Background: an optimization exercise with open tools, aiming at small area, a short achievable clock period and few clock cycles per item. Do not read the settings as production practice.
Function was not checked in any run shown here: the RTL went through the layout flow alone.
Power and IR drop assume default switching activity.

==> design/flow/run.sh <==
#!/bin/bash
# synth_recipe.tcl (not shown) runs the flow's synth.tcl, then flattens the netlist and writes it again
# the make line also repeats each setting of config.mk as NAME=value (left out here)
make -C /OpenROAD-flow-scripts/flow DESIGN_CONFIG=/design/flow/config.mk WORK_HOME=/design/flow/orfs CLKGATE_MAP_FILE= SYNTH_SCRIPT=/design/flow/synth_recipe.tcl finish
==> design/flow/config.mk <==
export PLATFORM = sky130hd
export DESIGN_NAME = syn_rst_scan_counter
export DESIGN_NICKNAME = syn_rst_scan_counter
export VERILOG_FILES = /design/flow/design.v
export SDC_FILE = /design/flow/constraint.sdc
export NUM_CORES = 4
export LEC_CHECK = 0
export CAP_MARGIN = 20
export CORE_MARGIN = 2
export CORE_UTILIZATION = 55
export PLACE_DENSITY = 0.65
export SETUP_SLACK_MARGIN = 4.5
export SLEW_MARGIN = 20
==> design/flow/constraint.sdc <==
create_clock -name core_clock -period 8.0 [get_ports {i_clk}]
set_input_delay 1.6000 -clock core_clock [delete_from_list [all_inputs] [get_ports {i_clk}]]
set_output_delay 1.6000 -clock core_clock [all_outputs]
set_load 0.01 [all_outputs]
==> design/flow/design.v <==
package srsc_pkg;
    localparam int ADDR_W      = 32;
    localparam int PROTO_W     = 8;
    localparam int THR_W       = 16;
    localparam int RPT_CNT_W   = 16;
    localparam int APB_ADDR_W  = 3;
    localparam int APB_DATA_W  = 32;
    localparam logic REG_SCAN_THRESHOLD = 1'b0;
    localparam logic [PROTO_W-1:0]   PROTO_TCP  = 8'd6;
    localparam logic [THR_W-1:0]     THR_RESET  = 16'd100;
    localparam logic [RPT_CNT_W-1:0] RPT_CNT_MAX = 16'hFFFF;
    typedef struct packed {
        logic accept;      
        logic key_dst;     
        logic rd;          
        logic idx_inc;     
        logic wr_new;      
        logic wr_upd;      
        logic set_ovf;     
        logic load_pend;   
        logic push_mid;    
        logic push_end;    
    } t_cmd;
    typedef struct packed {
        logic in_valid;    
        logic in_rpt;      
        logic in_src_ev;   
        logic in_rst_ev;   
        logic at_end;      
        logic full;        
        logic hit;         
        logic qual;        
        logic pend_vld;    
        logic out_free;    
    } t_sts;
endpackage
import srsc_pkg::*;
module syn_rst_scan_counter #(
    parameter int TABLE_DEPTH = 64,
    parameter int COUNT_WIDTH = 16
) (
    input  logic                              i_clk,
    input  logic                              i_rst_n,
    input  logic                              req_valid,
    output logic                              req_ready,
    input  logic                              req_action,
    input  logic [srsc_pkg::PROTO_W-1:0]      req_ip_protocol,
    input  logic [srsc_pkg::ADDR_W-1:0]       req_source_address,
    input  logic [srsc_pkg::ADDR_W-1:0]       req_dest_address,
    input  logic                              req_flag_syn,
    input  logic                              req_flag_ack,
    input  logic                              req_flag_rst,
    output logic                              rsp_valid,
    input  logic                              rsp_ready,
    output logic [srsc_pkg::ADDR_W-1:0]       rsp_reported_address,
    output logic [srsc_pkg::RPT_CNT_W-1:0]    rsp_reported_count,
    output logic                              rsp_entry_valid,
    output logic                              rsp_table_overflowed,
    output logic                              rsp_last_of_report,
    input  logic                              psel,
    input  logic                              penable,
    input  logic                              pwrite,
    input  logic [srsc_pkg::APB_ADDR_W-1:0]   paddr,
    input  logic [srsc_pkg::APB_DATA_W-1:0]   pwdata,
    output logic [srsc_pkg::APB_DATA_W-1:0]   prdata,
    output logic                              pready
);
    localparam int N = TABLE_DEPTH;
    localparam int W = COUNT_WIDTH;
    localparam int D = 3;            
    localparam int QW = $clog2(D + 1);
    logic [THR_W-1:0] r_thr;
    logic             reg_sel;
    assign reg_sel = (paddr[2] == REG_SCAN_THRESHOLD);
    assign pready  = 1'b1;
    assign prdata  = reg_sel ? APB_DATA_W'(r_thr) : '0;
    always_ff @(posedge i_clk) begin
        if (!i_rst_n) r_thr <= THR_RESET;
        else if (psel && penable && pwrite && reg_sel) r_thr <= pwdata[THR_W-1:0];
    end
    logic [ADDR_W-1:0] t_addr [0:N-1];
    logic [W-1:0]      t_cnt  [0:N-1];
    logic [N-1:0]      t_vld;
    logic [N-1:0]      t_pend;       
    logic              r_ovf;
    logic              q_rpt  [0:D-1];
    logic              q_two  [0:D-1];
    logic [ADDR_W-1:0] q_key  [0:D-1];
    logic [ADDR_W-1:0] q_key2 [0:D-1];
    logic [QW-1:0]     r_qn;
    logic              r_ready;
    logic              accept, push, pop, src_ev, dst_ev;
    logic [QW-1:0]     qn_next;
    assign req_ready = r_ready;
    assign accept    = req_valid && r_ready;
    assign src_ev    = (req_ip_protocol == PROTO_TCP) && req_flag_syn && !req_flag_ack;
    assign dst_ev    = (req_ip_protocol == PROTO_TCP) && req_flag_rst;
    assign push      = accept && (req_action || src_ev || dst_ev);
    logic         h_vld, h_acct, h_rpt, stall, rpt_go, step2;
    logic [N-1:0] hit, free, alloc, wr_free, bump, sat;
    logic         any_hit;
    logic         rpt_free;
    assign h_vld  = (r_qn != '0);
    assign h_acct = h_vld && !q_rpt[0];
    assign h_rpt  = h_vld && q_rpt[0];
    always_comb begin
        for (int i = 0; i < N; i++) begin
            hit[i]  = t_vld[i] && (t_addr[i] == q_key[0]);
            free[i] = !t_vld[i] && ((i == 0) ? 1'b1 : t_vld[(i == 0) ? 0 : i-1]);
            sat[i]  = &t_cnt[i];
        end
    end
    assign any_hit = |hit;
    assign stall   = |(hit & t_pend);
    assign alloc   = (h_acct && !any_hit) ? free : '0;
    assign wr_free = h_acct ? free : '0;
    assign rpt_go = h_rpt && rpt_free;
    assign step2  = h_acct && !stall && q_two[0];
    assign pop    = rpt_go || (h_acct && !stall && !q_two[0]);
    assign qn_next = r_qn + QW'(push) - QW'(pop);
    always_ff @(posedge i_clk) begin
        if (!i_rst_n) begin
            r_qn    <= '0;
            r_ready <= 1'b0;
        end else begin
            r_qn    <= qn_next;
            r_ready <= (qn_next != QW'(D));
        end
    end
    for (genvar k = 0; k < D; k++) begin : g_q
        always_ff @(posedge i_clk) begin
            if (push && ((pop ? r_qn - 1'b1 : r_qn) == QW'(k))) begin
                q_rpt[k]  <= req_action;
                q_two[k]  <= src_ev && dst_ev;
                q_key[k]  <= src_ev ? req_source_address : req_dest_address;
                q_key2[k] <= req_dest_address;
            end else if (pop) begin
                if (k < D - 1) begin
                    q_rpt[k]  <= q_rpt[(k < D - 1) ? k + 1 : k];
                    q_two[k]  <= q_two[(k < D - 1) ? k + 1 : k];
                    q_key[k]  <= q_key[(k < D - 1) ? k + 1 : k];
                    q_key2[k] <= q_key2[(k < D - 1) ? k + 1 : k];
                end
            end else if (k == 0 && step2) begin
                q_two[k] <= 1'b0;
                q_key[k] <= q_key2[k];
            end
        end
    end
    logic         rpt_scan;      
    logic [N-1:0] rpt_mask;      
    logic         rpt_ovf;
    logic         rpt_any;
    logic [N-1:0] qual, pick, rest;
    logic         out_free, load;
    logic         r_out_vld;
    logic [ADDR_W-1:0]    r_out_addr;
    logic [RPT_CNT_W-1:0] r_out_cnt;
    logic                 r_out_ent;
    logic                 r_out_ovf;
    logic                 r_out_last;
    logic [ADDR_W-1:0]    mux_addr;
    logic [W-1:0]         mux_cnt;
    assign rpt_free = !rpt_scan && (t_pend == '0);
    always_comb begin
        for (int i = 0; i < N; i++) qual[i] = t_vld[i] && (t_cnt[i] > W'(r_thr));
    end
    logic [N-1:0] h_hit;
    assign h_hit = h_acct ? hit : '0;
    assign bump  = (t_pend | h_hit) & ~rpt_mask & ~sat;
    always_ff @(posedge i_clk) begin
        if (!i_rst_n) begin
            t_vld  <= '0;
            t_pend <= '0;
            r_ovf  <= 1'b0;
        end else begin
            t_vld  <= t_vld | alloc;
            t_pend <= (t_pend | h_hit) & rpt_mask;
            if (h_acct && !any_hit && t_vld[N-1]) r_ovf <= 1'b1;
        end
    end
    for (genvar i = 0; i < N; i++) begin : g_slot
        logic [W-1:0] ones;
        always_comb begin
            ones[0] = 1'b1;
            for (int b = 1; b < W; b++) ones[b] = ones[b-1] & t_cnt[i][b-1];
        end
        always_ff @(posedge i_clk) begin
            if (!i_rst_n) t_cnt[i] <= W'(1);
            else          t_cnt[i] <= t_cnt[i] ^ (bump[i] ? ones : '0);
        end
        always_ff @(posedge i_clk) begin
            if (wr_free[i]) t_addr[i] <= q_key[0];
        end
    end
    logic [N-1:0] below [0:6];
    assign below[0] = {rpt_mask[N-2:0], 1'b0};
    for (genvar l = 0; l < 6; l++) begin : g_pfx
        assign below[l+1] = below[l] | (below[l] << (1 << l));
    end
    assign pick     = rpt_mask & ~below[6];
    assign rest     = rpt_mask & below[6];
    assign out_free = !r_out_vld || rsp_ready;
    assign load     = rpt_scan && out_free;
    always_comb begin
        mux_addr = '0;
        mux_cnt  = '0;
        for (int i = 0; i < N; i++) begin
            mux_addr = mux_addr | (pick[i] ? t_addr[i] : '0);
            mux_cnt  = mux_cnt  | (pick[i] ? t_cnt[i]  : '0);
        end
    end
    always_ff @(posedge i_clk) begin
        if (!i_rst_n) begin
            rpt_scan  <= 1'b0;
            rpt_mask  <= '0;
            r_out_vld <= 1'b0;
        end else begin
            if (rpt_go) begin
                rpt_scan <= 1'b1;
                rpt_mask <= qual;
            end else if (load) begin
                if (rest == '0) rpt_scan <= 1'b0;
                rpt_mask <= rest;
            end
            if (load) r_out_vld <= 1'b1;
            else if (rsp_ready) r_out_vld <= 1'b0;
        end
    end
    always_ff @(posedge i_clk) begin
        if (rpt_go) begin
            rpt_ovf  <= r_ovf;
        end
        if (load) begin
            r_out_addr <= mux_addr;
            r_out_cnt  <= mux_cnt;
            r_out_ent  <= (rpt_mask != '0);
            r_out_ovf  <= rpt_ovf;
            r_out_last <= (rest == '0);
        end
    end
    assign rsp_valid            = r_out_vld;
    assign rsp_reported_address = r_out_addr;
    assign rsp_reported_count   = r_out_cnt;
    assign rsp_entry_valid      = r_out_ent;
    assign rsp_table_overflowed = r_out_ovf;
    assign rsp_last_of_report   = r_out_last;
endmodule
==> flow_summary_export.csv, run 1 <==
group,metric,value,unit
synthesis,avgSynthCellArea,11.2,um2
cts,htreeDepth,5,
placement,numPortBuffers,168,
synthesis,yosys_warnings,8,
synthesis,synth_largest_area_cell,"edfxtp_1",
cts,cts.sinks,3536,
floorplan,num_io_pins,204,
floorplan,num_rows,215,
synthesis,async_flop_share,0,%
outcome,failing_step,"global routing",
grt,grt_start_max_net_pins,261,
grt,track_usage,57.5,%
cts,cts_buffer_depth,4,
synthesis,ys_ff_latch,3536,
outcome,stop_error,"[ERROR GRT-0232] Routing congestion too high. Check the congestion heatmap in the GUI.",
synthesis,syn_area,190000,um2
synthesis,synth.distinct_cells,89,
synthesis,synth_top_area_share,36.3,%
cts,cts_root_buf,"clkbuf_16",
floorplan,start_util,55.3,%
synthesis,synth_edf_count,2298,
synthesis,synth.top_cells.by_area,"edfxtp_1, dfxtp_1, xnor2_1",
outcome,status,"aborted with a tool error",
placement,gp_congestion,1.04,
placement,hpwlAfterDp,620,mm
synthesis,syn_inst,16894,
synthesis,synth_seq_area_share,49.4,%
floorplan,die_h,592,um
synthesis,synthFlopType,"edfxtp_1",
floorplan,dieWidth,592,um
cts,cts_buffers,390,
grt,grt.overflow.total,1,
## worst min path at each step
stage	to	cells past startpoint	startpoint	slack, ps
after floorplan	r_out_ovf	0	rpt_ovf	400
after global placement	r_out_ovf	0	rpt_ovf	400
after detailed placement	r_out_ovf	0	rpt_ovf	410
after CTS	r_out_ovf	0	rpt_ovf	420
## power groups by stage
| stage | logic [mW] | registers [mW] | clock network, mW |
|---|---|---|---|
| after CTS | 27.2 | 22.1 | 18.4 |
| after detailed placement | 18.1 | 22.8 | 0 |
| after global placement | 18.1 | 22.8 | 0 |
| after floorplan | 10.4 | 23.2 | 0 |
## cells in the mapped netlist, drive strengths merged, types with 101 or more instances
| library cell | n |
|---|---|
| or3 | 101 |
| o21ai | 369 |
| and3 | 296 |
| nor3 | 215 |
| a22o | 181 |
| nand3 | 712 |
| ha | 1091 |
| nand2 | 857 |
| nor2 | 320 |
| o21a | 279 |
| a22oi | 526 |
| nand4 | 831 |
| a221oi | 307 |
| dfxtp | 1238 |
| clkbuf | 516 |
| xor2 | 1024 |
| a222oi | 227 |
| inv | 240 |
| nor4 | 354 |
| and2 | 858 |
| a21oi | 388 |
| nor2b | 245 |
| a21o | 149 |
| mux2 | 195 |
| buf | 362 |
| xnor2 | 1814 |
| edfxtp | 2298 |
| nand2b | 184 |
| a21boi | 117 |
## through the flow
step                util [%]  hold WS [ps]  std cells  cell area [um2]  setup WS [ps]
floorplan                  -           400      16909           195000           2790
global placement        58.7           404      21278           201000           1860
detailed placement      58.7           406      21286           202000           1830
CTS                     68.7           421      22983           236000           3060
## kinds of logic after synthesis
group | after synthesis | synth area share, %
compound gates | 2896 | 11.2
xor+xnor | 2838 | 13.1
fa+ha+maj | 1097 | 7.22
buf+inv | 1118 | 2.63
flops | 3536 | 49.4
mux | 195 | 1.16
other cells | 2 | 0.00396
simple gates | 5212 | 15.2
## routing by layer
| metal | overflow | global-route usage [%] |
|---|---|---|
| met4 | 0 | 51.1 |
| met3 | 0 | 31.7 |
| met1 | 0 | 65.8 |
| met2 | 1 | 75.7 |
| met5 | 0 | 6.11 |
## repair_timing
item	4_1_cts
pin swaps	648
gates resized for setup	2126
hold buffers	0
hold endpoints to repair	0
cloned	155
setup endpoints to repair	2110
setup buffers	831
==> run 2: changes to the inputs <==
--- a/design/flow/design.v
+++ b/design/flow/design.v
@@ -82,6 +82,7 @@
     logic [W-1:0]      t_cnt  [0:N-1];
     logic [N-1:0]      t_vld;
     logic [N-1:0]      t_pend;       
+    logic [N-1:0]      t_pend2;      
     logic              r_ovf;
     logic              q_rpt  [0:D-1];
     logic              q_two  [0:D-1];
@@ -96,12 +97,13 @@
     assign src_ev    = (req_ip_protocol == PROTO_TCP) && req_flag_syn && !req_flag_ack;
     assign dst_ev    = (req_ip_protocol == PROTO_TCP) && req_flag_rst;
     assign push      = accept && (req_action || src_ev || dst_ev);
-    logic         h_vld, h_acct, h_rpt, stall, rpt_go, step2;
+    logic         h_vld, h_acct, h_rpt, stop, rpt_go, step2;
     logic [N-1:0] hit, free, alloc, wr_free, bump, sat;
     logic         any_hit;
     logic         rpt_free;
     assign h_vld  = (r_qn != '0);
-    assign h_acct = h_vld && !q_rpt[0];
+    assign stop   = |t_pend2;
+    assign h_acct = h_vld && !q_rpt[0] && !stop;
     assign h_rpt  = h_vld && q_rpt[0];
     always_comb begin
         for (int i = 0; i < N; i++) begin
@@ -111,12 +113,11 @@
         end
     end
     assign any_hit = |hit;
-    assign stall   = |(hit & t_pend);
     assign alloc   = (h_acct && !any_hit) ? free : '0;
     assign wr_free = h_acct ? free : '0;
     assign rpt_go = h_rpt && rpt_free;
-    assign step2  = h_acct && !stall && q_two[0];
-    assign pop    = rpt_go || (h_acct && !stall && !q_two[0]);
+    assign step2  = h_acct && q_two[0];
+    assign pop    = rpt_go || (h_acct && !q_two[0]);
     assign qn_next = r_qn + QW'(push) - QW'(pop);
     always_ff @(posedge i_clk) begin
         if (!i_rst_n) begin
@@ -149,9 +150,11 @@
     end
     logic         rpt_scan;      
     logic [N-1:0] rpt_mask;      
+    logic [N-1:0] rpt_pick;      
+    logic [N-1:0] frz;           
     logic         rpt_ovf;
     logic         rpt_any;
-    logic [N-1:0] qual, pick, rest;
+    logic [N-1:0] qual, scan_src, pick, rest;
     logic         out_free, load;
     logic         r_out_vld;
     logic [ADDR_W-1:0]    r_out_addr;
@@ -167,15 +170,18 @@
     end
     logic [N-1:0] h_hit;
     assign h_hit = h_acct ? hit : '0;
-    assign bump  = (t_pend | h_hit) & ~rpt_mask & ~sat;
+    assign frz   = rpt_mask | rpt_pick;
+    assign bump  = (t_pend | h_hit) & ~frz & ~sat;
     always_ff @(posedge i_clk) begin
         if (!i_rst_n) begin
-            t_vld  <= '0;
-            t_pend <= '0;
-            r_ovf  <= 1'b0;
+            t_vld   <= '0;
+            t_pend  <= '0;
+            t_pend2 <= '0;
+            r_ovf   <= 1'b0;
         end else begin
-            t_vld  <= t_vld | alloc;
-            t_pend <= (t_pend | h_hit) & rpt_mask;
+            t_vld   <= t_vld | alloc;
+            t_pend  <= (frz & (t_pend | h_hit)) | (~frz & (t_pend2 | (t_pend & h_hit)));
+            t_pend2 <= (frz & (t_pend2 | (t_pend & h_hit))) | (~frz & t_pend2 & h_hit);
             if (h_acct && !any_hit && t_vld[N-1]) r_ovf <= 1'b1;
         end
     end
@@ -194,34 +200,35 @@
         end
     end
     logic [N-1:0] below [0:6];
-    assign below[0] = {rpt_mask[N-2:0], 1'b0};
+    assign scan_src = rpt_go ? qual : rpt_mask;
+    assign below[0] = {scan_src[N-2:0], 1'b0};
     for (genvar l = 0; l < 6; l++) begin : g_pfx
         assign below[l+1] = below[l] | (below[l] << (1 << l));
     end
-    assign pick     = rpt_mask & ~below[6];
-    assign rest     = rpt_mask & below[6];
+    assign pick     = scan_src & ~below[6];
+    assign rest     = scan_src & below[6];
     assign out_free = !r_out_vld || rsp_ready;
     assign load     = rpt_scan && out_free;
     always_comb begin
         mux_addr = '0;
         mux_cnt  = '0;
         for (int i = 0; i < N; i++) begin
-            mux_addr = mux_addr | (pick[i] ? t_addr[i] : '0);
-            mux_cnt  = mux_cnt  | (pick[i] ? t_cnt[i]  : '0);
+            mux_addr = mux_addr | (rpt_pick[i] ? t_addr[i] : '0);
+            mux_cnt  = mux_cnt  | (rpt_pick[i] ? t_cnt[i]  : '0);
         end
     end
     always_ff @(posedge i_clk) begin
         if (!i_rst_n) begin
             rpt_scan  <= 1'b0;
             rpt_mask  <= '0;
+            rpt_pick  <= '0;
             r_out_vld <= 1'b0;
         end else begin
-            if (rpt_go) begin
-                rpt_scan <= 1'b1;
-                rpt_mask <= qual;
-            end else if (load) begin
-                if (rest == '0) rpt_scan <= 1'b0;
+            if (rpt_go) rpt_scan <= 1'b1;
+            else if (load && rpt_mask == '0) rpt_scan <= 1'b0;
+            if (rpt_go || load) begin
                 rpt_mask <= rest;
+                rpt_pick <= pick;
             end
             if (load) r_out_vld <= 1'b1;
             else if (rsp_ready) r_out_vld <= 1'b0;
@@ -234,9 +241,9 @@
         if (load) begin
             r_out_addr <= mux_addr;
             r_out_cnt  <= mux_cnt;
-            r_out_ent  <= (rpt_mask != '0);
+            r_out_ent  <= (rpt_pick != '0);
             r_out_ovf  <= rpt_ovf;
-            r_out_last <= (rest == '0);
+            r_out_last <= (rpt_mask == '0);
         end
     end
     assign rsp_valid            = r_out_vld;
--- a/design/flow/config.mk
+++ b/design/flow/config.mk
@@ -7,7 +7,7 @@
 export LEC_CHECK = 0
 export CAP_MARGIN = 20
 export CORE_MARGIN = 2
-export CORE_UTILIZATION = 55
-export PLACE_DENSITY = 0.65
-export SETUP_SLACK_MARGIN = 4.5
+export CORE_UTILIZATION = 40
+export PLACE_DENSITY = 0.6
+export SETUP_SLACK_MARGIN = 3.6
 export SLEW_MARGIN = 20
==> run 2 against run 1 <==
Effect of this change:
- the flow again stops in global routing
- synthesized cell count increased by 2.3%
- area after synthesis grew 0.88%
==> flow_summary_export.csv, run 2 <==
group,metric,value,unit
cts,cts_root_buf,"clkbuf_16",
cts,cts_buffer_depth,4,
cts,htreeDepth,5,
outcome,status,"aborted with a tool error",
synthesis,synth_edf_count,2298,
placement,dpl_worst_slack,1580,ps
cts,cts_buffers,433,
placement,dp_cells,23861,
synthesis,synth.top_cells.by_area,"edfxtp_1, dfxtp_1, ha_1",
outcome,failing_step,"global routing",
synthesis,synth_most_common_cell,"edfxtp_1",
placement,gp_congestion,1.25,
synthesis,avgSynthCellArea,11.1,um2
floorplan,num_rows,254,
placement,hpwlAfterDp,1180,mm
synthesis,ys_ff_latch,3663,
synthesis,syn_area,192000,um2
placement,numPortBuffers,168,
synthesis,syn_inst,17287,
synthesis,synth.distinct_cells,93,
floorplan,dieWidth,696,um
grt,track_usage,73.4,%
synthesis,synth_top_area_share,36.0,%
synthesis,synthFlopType,"edfxtp_1",
synthesis,synth_seq_area_share,50.3,%
floorplan,num_io_pins,204,
synthesis,async_flop_share,0,%
synthesis,yosys_warnings,8,
synthesis,synth_largest_area_cell,"edfxtp_1",
grt,grt_pass1_vias,194940,
grt,grt_start_max_net_pins,122,
grt,grt_pass1_wl,2380,mm
outcome,stop_error,"[ERROR GRT-0116] Global routing finished with congestion. Check the congestion regions in the DRC Viewer.",
synthesis,synth_common_cells,"edfxtp_1, xor2_1, dfxtp_1, xnor2_1, nor2_1",
grt,grt.overflow.total,1873,
cts,holdBufCountCts,0,
floorplan,die_h,696,um
cts,cts.sinks,3663,
floorplan,start_util,40.1,%
run 2: cell count changes after synthesis, sizes merged, moves of 246 or more:
cell,before,now
nor2,320,1341
xor2,1024,1483
a21oi,388,634
xnor2,1814,1348
and2,858,158
a22o,181,791
a221oi,307,791
a22oi,526,28
run 2: cells by family after synthesis:
logic type	Yosys count	share of synthesized area (%)
mux	133	0.741
simple gates	5189	13.8
flops	3663	50.3
compound gates	3215	12.6
fa+ha+maj	1091	7.13
buf+inv	1163	2.44
xor+xnor	2831	12.9
other cells	2	0.00392
run 2: worst max path at each step:
stage	startpoint	end	slack, ps
after detailed placement	r_thr[14]	rpt_mask[57]	1580
after floorplan	r_qn[0]	t_addr[19][0]	2660
after global placement	r_thr[14]	rpt_mask[57]	1540
after CTS	r_thr[14]	rpt_mask[57]	3450
run 2: metrics by stage:
| step | cell area, um2 | utilization, % |
|---|---|---|
| after CTS | 228000 | 47.8 |
| after global placement | 207000 | 43.4 |
| after detailed placement | 208000 | 43.5 |
| after floorplan | 193000 | - |
run 2: metal layers:
| layer | GRT overflow | track usage, % |
|---|---|---|
| met4 | 698 | 70.5 |
| met3 | 10 | 57.6 |
| met5 | 0 | 28.9 |
| met1 | 2 | 76.2 |
| met2 | 1163 | 87.8 |
run 2: what timing repair did:
item                       in CTS
setup endpoints to repair    3184
buffers inserted              201
resized for setup             711
cloned                         28
pin swaps                     157
run 2: power groups by stage:
stage	logic, mW	clock network [mW]	registers [mW]
after floorplan	8.27	0	23.7
after global placement	19.5	0	23.1
after detailed placement	19.5	0	23.1
after CTS	22.4	20.5	22.5
==> run 3: changes to the inputs <==
--- a/design/flow/design.v
+++ b/design/flow/design.v
@@ -149,6 +149,7 @@
         end
     end
     logic         rpt_scan;      
+    logic         rpt_prime;     
     logic [N-1:0] rpt_mask;      
     logic [N-1:0] rpt_pick;      
     logic [N-1:0] frz;           
@@ -164,7 +165,7 @@
     logic                 r_out_last;
     logic [ADDR_W-1:0]    mux_addr;
     logic [W-1:0]         mux_cnt;
-    assign rpt_free = !rpt_scan && (t_pend == '0);
+    assign rpt_free = (!rpt_scan || (load && rpt_mask == '0)) && (t_pend == '0);
     always_comb begin
         for (int i = 0; i < N; i++) qual[i] = t_vld[i] && (t_cnt[i] > W'(r_thr));
     end
@@ -200,7 +201,7 @@
         end
     end
     logic [N-1:0] below [0:6];
-    assign scan_src = rpt_go ? qual : rpt_mask;
+    assign scan_src = rpt_mask;
     assign below[0] = {scan_src[N-2:0], 1'b0};
     for (genvar l = 0; l < 6; l++) begin : g_pfx
         assign below[l+1] = below[l] | (below[l] << (1 << l));
@@ -208,7 +209,7 @@
     assign pick     = scan_src & ~below[6];
     assign rest     = scan_src & below[6];
     assign out_free = !r_out_vld || rsp_ready;
-    assign load     = rpt_scan && out_free;
+    assign load     = rpt_scan && !rpt_prime && out_free;
     always_comb begin
         mux_addr = '0;
         mux_cnt  = '0;
@@ -222,11 +223,15 @@
             rpt_scan  <= 1'b0;
             rpt_mask  <= '0;
             rpt_pick  <= '0;
+            rpt_prime <= 1'b0;
             r_out_vld <= 1'b0;
         end else begin
             if (rpt_go) rpt_scan <= 1'b1;
             else if (load && rpt_mask == '0) rpt_scan <= 1'b0;
-            if (rpt_go || load) begin
+            rpt_prime <= rpt_go;
+            if (rpt_go) begin
+                rpt_mask <= qual;
+            end else if (rpt_prime || load) begin
                 rpt_mask <= rest;
                 rpt_pick <= pick;
             end
--- a/design/flow/config.mk
+++ b/design/flow/config.mk
@@ -7,7 +7,7 @@
 export LEC_CHECK = 0
 export CAP_MARGIN = 20
 export CORE_MARGIN = 2
-export CORE_UTILIZATION = 40
-export PLACE_DENSITY = 0.6
-export SETUP_SLACK_MARGIN = 3.6
+export CORE_UTILIZATION = 30
+export PLACE_DENSITY = 0.45
+export SETUP_SLACK_MARGIN = 4.3
 export SLEW_MARGIN = 20
==> run 3 against run 2 <==
Effect of this change:
- the run again fails in global routing
- area after synthesis is 3.6% higher
- synthesized cell count is 6.5% higher
==> flow_summary_export.csv, run 3 <==
group,metric,value,unit
outcome,status,"aborted with a tool error",
outcome,failing_step,"global routing",
outcome,stop_error,"[ERROR GRT-0116] Global routing finished with congestion. Check the congestion regions in the DRC Viewer.",
synthesis,synth.top_cells.by_area,"edfxtp_1, dfxtp_1, ha_1",
floorplan,num_rows,298,
floorplan,die_h,817,um
synthesis,async_flop_share,0,%
floorplan,num_io_pins,204,
synthesis,synth_largest_area_cell,"edfxtp_1",
floorplan,start_util,30.1,%
synthesis,avgSynthCellArea,10.8,um2
grt,track_usage,61.2,%
cts,htreeDepth,5,
synthesis,ys_ff_latch,3665,
synthesis,yosys_warnings,8,
synthesis,syn_inst,18417,
grt,grt_pass1_wl,2610,mm
placement,placed_area,218000,um2
synthesis,synth_common_cells,"edfxtp_1, xor2_1, dfxtp_1, xnor2_1, nor2_1",
cts,cts.sinks,3665,
placement,dp_cells,27288,
placement,gp_congestion,1.20,
synthesis,synth_seq_area_share,48.6,%
synthesis,syn_area,198000,um2
cts,cts_root_buf,"clkbuf_16",
grt,grt.overflow.total,19,
synthesis,synth.distinct_cells,91,
cts,cts_buffers,465,
grt,grt_pass1_vias,195765,
synthesis,synth_edf_count,2298,
floorplan,dieWidth,817,um
placement,hpwlAfterDp,1470,mm
placement,numPortBuffers,168,
placement,dpl_worst_slack,1540,ps
cts,cts_buffer_depth,4,
synthesis,synthFlopType,"edfxtp_1",
synthesis,synth_top_area_share,34.8,%
synthesis,synth_most_common_cell,"edfxtp_1",
grt,grt_start_max_net_pins,165,
==> run 3: cell types whose count changed after synthesis, moves of 160 or more <==
cell / change
o21a_1: +165
or3_1: +163
and3_1: -172
nor4_1: +372
inv_1: +221
o21ai_0: +197
nor3_1: +266
nand3_1: -171
nor2_1: -160
==> run 3: repair_timing <==
| item | CTS |
|---|---|
| gates resized for setup | 2307 |
| endpoints found under the setup margin | 3791 |
| gates cloned | 169 |
| setup buffers | 720 |
| hold buffers | 0 |
| pin swaps | 529 |
==> run 3: worst max path at each step <==
stage / from / to / depth (start not counted)
after CTS: q_key[0][20] / t_vld[5] / 17
after detailed placement: rsp_ready / q_key2[1][16] / 11
after global placement: rsp_ready / q_key2[1][16] / 11
after floorplan: rsp_ready / q_key2[2][0] / 9
==> run 3: kinds of logic after synthesis <==
kind of cell	synth area share [%]
and+or+nand+nor	15.7
DFF	48.6
AOI/OAI and AO/OA	13.2
xor gates and xnor gates	11.9
buffers and inverters	3.05
adders and majority gates	6.88
muxes	0.723
other	0.00378
==> run 3: power by group through the flow <==
stage / combinational, mW / clock (mW) / sequential [mW]
CTS: 32.4 / 22.7 / 22.6
detailed placement: 23.2 / 0 / 23.3
global placement: 23.3 / 0 / 23.3
floorplan: 10.1 / 0 / 23.8
==> run 3: metal layers <==
layer | global-route usage, % | overflow
met2 | 82.1 | 9
met3 | 35.4 | 0
met5 | 7.04 | 0
met1 | 63.7 | 0
met4 | 63.6 | 10
==> run 4: changes to the inputs <==
--- a/design/flow/config.mk
+++ b/design/flow/config.mk
@@ -7,7 +7,7 @@
 export LEC_CHECK = 0
 export CAP_MARGIN = 20
 export CORE_MARGIN = 2
-export CORE_UTILIZATION = 30
-export PLACE_DENSITY = 0.45
-export SETUP_SLACK_MARGIN = 4.3
+export CORE_UTILIZATION = 35
+export PLACE_DENSITY = 0.5
+export SETUP_SLACK_MARGIN = 4.0
 export SLEW_MARGIN = 20
==> run 4 against run 3 <==
Effect of this change:
- the run again fails in global routing
- area after synthesis is the same
- synthesized cell count is the same
==> flow_summary_export.csv, run 4 <==
group,metric,value,unit
cts,htreeDepth,5,
synthesis,ys_ff_latch,3665,
floorplan,start_util,35.1,%
synthesis,synth_seq_area_share,48.6,%
grt,track_usage,69.7,%
synthesis,synth_most_common_cell,"edfxtp_1",
floorplan,dieWidth,757,um
synthesis,synth_common_cells,"edfxtp_1, xor2_1, dfxtp_1, xnor2_1, nor2_1",
cts,cts.sinks,3665,
synthesis,synth_edf_count,2298,
grt,grt.overflow.total,1550,
cts,cts_buffer_depth,4,
placement,numPortBuffers,168,
outcome,status,"aborted with a tool error",
cts,cts_buffers,444,
cts,cts_root_buf,"clkbuf_16",
synthesis,synth.top_cells.by_area,"edfxtp_1, dfxtp_1, ha_1",
synthesis,synth_top_area_share,34.8,%
grt,grt_start_max_net_pins,183,
placement,gp_congestion,1.26,
placement,hpwlAfterDp,1370,mm
outcome,stop_error,"[ERROR GRT-0116] Global routing finished with congestion. Check the congestion regions in the DRC Viewer.",
floorplan,num_io_pins,204,
floorplan,die_h,757,um
synthesis,syn_area,198000,um2
synthesis,yosys_warnings,8,
cts,holdBufCountCts,0,
synthesis,syn_inst,18417,
synthesis,synth.distinct_cells,91,
outcome,failing_step,"global routing",
synthesis,synthFlopType,"edfxtp_1",
synthesis,async_flop_share,0,%
synthesis,avgSynthCellArea,10.8,um2
grt,grt_pass1_wl,2660,mm
grt,grt_pass1_vias,209377,
synthesis,synth_largest_area_cell,"edfxtp_1",
floorplan,num_rows,276,
placement,placed_area,216000,um2
run 4: cell families after synthesis:
kind of cell	synth area share, %
compound gates	13.2
xor+xnor	11.9
fa+ha+maj	6.88
buf+inv	3.05
flops	48.6
mux	0.723
other cells	0.00378
simple gates	15.7
run 4: through the flow:
step	setup WS (ps)	total power [mW]	utilization [%]	std cells	hold slack [ps]
floorplan	3740	33.3	-	18432	400
global placement	1800	45.7	38.1	26058	415
detailed placement	1780	45.6	38.1	26089	445
CTS	3570	71.2	42.3	27221	450
run 4: routing by layer:
metal / overflow / GRT usage [%]
met5: 1 / 18.1
met4: 606 / 66.9
met3: 5 / 51.2
met2: 934 / 86.6
met1: 4 / 72.7
run 4: worst min path at each step:
stage | cells after the start | startpoint | slack, ps | end
floorplan | 0 | rpt_ovf | 400 | r_out_ovf
global placement | 0 | r_ovf | 410 | rpt_ovf
detailed placement | 0 | r_ovf | 440 | rpt_ovf
CTS | 0 | r_ovf | 450 | rpt_ovf
run 4: power by group through the flow:
stage	combinational (mW)	clock, mW	sequential (mW)
4_1_cts	26.8	21.8	22.6
3_3_place_gp	22.2	0	23.5
2_1_floorplan	9.53	0	23.7
3_5_place_dp	22.4	0	23.3
run 4: what timing repair did:
| item | CTS |
|---|---|
| cloned | 65 |
| gates resized for setup | 785 |
| pin swaps | 132 |
| setup endpoints to repair | 3490 |
| buffers inserted | 245 |
